This is an optimization exercise on Yosys and OpenROAD, whose aim is small area, not a production implementation. Only simulation tests tie the RTL to the original design; equivalence was not proved.

==> module entry_mux, before the edit <==
module entry_mux #(
   parameter int N = 3
) (
   input  wire [N-1:0]    sel,
   input  wire [N*69-1:0] src,
   output logic [68:0]    y
);
   localparam int G = N / 3;
   logic [G*69-1:0] grp_n;
   for (genvar g = 0; g < G; g++) begin : g_grp
      ao222_inv u_ao (
         .s0(sel[3*g]),   .d0(src[69*(3*g)   +: 69]),
         .s1(sel[3*g+1]), .d1(src[69*(3*g+1) +: 69]),
         .s2(sel[3*g+2]), .d2(src[69*(3*g+2) +: 69]),
         .y_n(grp_n[69*g +: 69]));
   end
   nand_vec #(.G(G)) u_nand (.a(grp_n), .y(y));
endmodule
==> module ao222_inv, before the edit <==
module ao222_inv (
   input  wire        s0,
   input  wire [68:0] d0,
   input  wire        s1,
   input  wire [68:0] d1,
   input  wire        s2,
   input  wire [68:0] d2,
   output logic [68:0] y_n
);
   assign y_n = ~(({69{s0}} & d0) | ({69{s1}} & d1) | ({69{s2}} & d2));
endmodule
==> module nand_vec, before the edit <==
module nand_vec #(
   parameter int G = 2
) (
   input  wire [G*69-1:0] a,
   output logic [68:0]    y
);
   always_comb begin
      y = '1;
      for (int g = 0; g < G; g++) y = y & a[69*g +: 69];
      y = ~y;
   end
endmodule
==> flow/config.mk <==
export PLATFORM = sky130hd
export DESIGN_NAME = prio_top
export DESIGN_NICKNAME = prio_top
export VERILOG_FILES = /design/flow/design.v
export SDC_FILE = /design/flow/constraint.sdc
export NUM_CORES = 4
export LEC_CHECK = 0
export CAP_MARGIN = 20
export CORE_MARGIN = 2
export CORE_UTILIZATION = 45
export SLEW_MARGIN = 20
export SYNTH_HIERARCHICAL = 1
==> flow/constraint.sdc <==
create_clock -name core_clock -period 8.0 [get_ports {c_clk}]
set_input_delay 1.6000 -clock core_clock [delete_from_list [all_inputs] [get_ports {c_clk}]]
set_output_delay 1.6000 -clock core_clock [all_outputs]
set_load 0.01 [all_outputs]
standard.sh (not shown) runs the stock make flow with config.mk's settings and CLKGATE_MAP_FILE= SYNTH_SCRIPT=/design/flow/synth_recipe.tcl, a recipe that flattens the netlist after the stock synthesis.
==> flow/flow/run.sh <==
#!/bin/bash
# The standard layout (standard.sh, unchanged synthesis), with two tweaks:
#  - every port still gets a buffer, but of the smallest buffer cell
#  - CTS inserts no dummy loads and clusters up to 25 sinks per clkbuf_16
# The make output goes to flow_make.log; ORFS keeps each step's log under orfs/logs.
set -euo pipefail
export BUFFER_PORTS_ARGS="-buffer_cell sky130_fd_sc_hd__buf_1"
export CTS_ARGS="-sink_clustering_enable -repair_clock_nets -dont_use_dummy_load -sink_clustering_size 25 -sink_clustering_max_diameter 80 -buf_list {sky130_fd_sc_hd__clkbuf_16}"
bash standard.sh finish > flow_make.log 2>&1
Then changed:
--- a/flow/design.v
+++ b/flow/design.v
@@ -65,50 +65,21 @@
    end
 endmodule
 `default_nettype wire
 `timescale 1ns/1ps
 `default_nettype none
 module entry_mux #(
-   parameter int N = 3
+   parameter int N = 2
 ) (
    input  wire [N-1:0]    sel,
    input  wire [N*69-1:0] src,
    output logic [68:0]    y
 );
-   localparam int G = N / 3;
-   logic [G*69-1:0] grp_n;
-   for (genvar g = 0; g < G; g++) begin : g_grp
-      ao222_inv u_ao (
-         .s0(sel[3*g]),   .d0(src[69*(3*g)   +: 69]),
-         .s1(sel[3*g+1]), .d1(src[69*(3*g+1) +: 69]),
-         .s2(sel[3*g+2]), .d2(src[69*(3*g+2) +: 69]),
-         .y_n(grp_n[69*g +: 69]));
-   end
-   nand_vec #(.G(G)) u_nand (.a(grp_n), .y(y));
-endmodule
-module ao222_inv (
-   input  wire        s0,
-   input  wire [68:0] d0,
-   input  wire        s1,
-   input  wire [68:0] d1,
-   input  wire        s2,
-   input  wire [68:0] d2,
-   output logic [68:0] y_n
-);
-   assign y_n = ~(({69{s0}} & d0) | ({69{s1}} & d1) | ({69{s2}} & d2));
-endmodule
-module nand_vec #(
-   parameter int G = 2
-) (
-   input  wire [G*69-1:0] a,
-   output logic [68:0]    y
-);
    always_comb begin
-      y = '1;
-      for (int g = 0; g < G; g++) y = y & a[69*g +: 69];
-      y = ~y;
+      y = '0;
+      for (int n = 0; n < N; n++) y = y | ({69{sel[n]}} & src[69*n +: 69]);
    end
 endmodule
 module cmd_queue (
    input  wire          c_clk,
    input  wire          arst_n,
    input  wire          accept,
Final area is higher by a little under a tenth. Area after synthesis rises by a little under a tenth. Wire length climbs by a few percent. Critical path depth went down by 1. Hold slack is better by 0.026 ns. Worst setup slack improves by 0.087 ns. Clock-buffer cell count grows by 1. Final cell count went up by about a fifth.

==> what the ideal ports hide <==
The flow's constraints put no driver on any port. The routed layouts listed below were extracted and timed again, unchanged, in two steps.
Step 1 assumes that a clkbuf_16 drives the clock port and a buf_2 every other input.
Step 2 also shifts input and output timing later by t, the mid clock arrival at the registers, as if the neighbouring blocks saw the same clock.
Three values: ideal ports, drivers, drivers and shift; two values: the first two.
run	shift t [ns]	slack for setup (ns)	hold slack, ns	slew at the worst register clock pin (ns)
the first run	0.709	1.508 / 1.547 / 0.838	0.435 / 0.435 / 0.435	0.11 / 0.11
the second run	0.732	1.595 / 1.635 / 0.903	0.462 / 0.462 / 0.462	0.11 / 0.11
After both steps setup and hold are still met in every run listed. The setup slack of the second run, which loses most, moves by +0.040 ns with the drivers and by -0.692 ns with both steps.
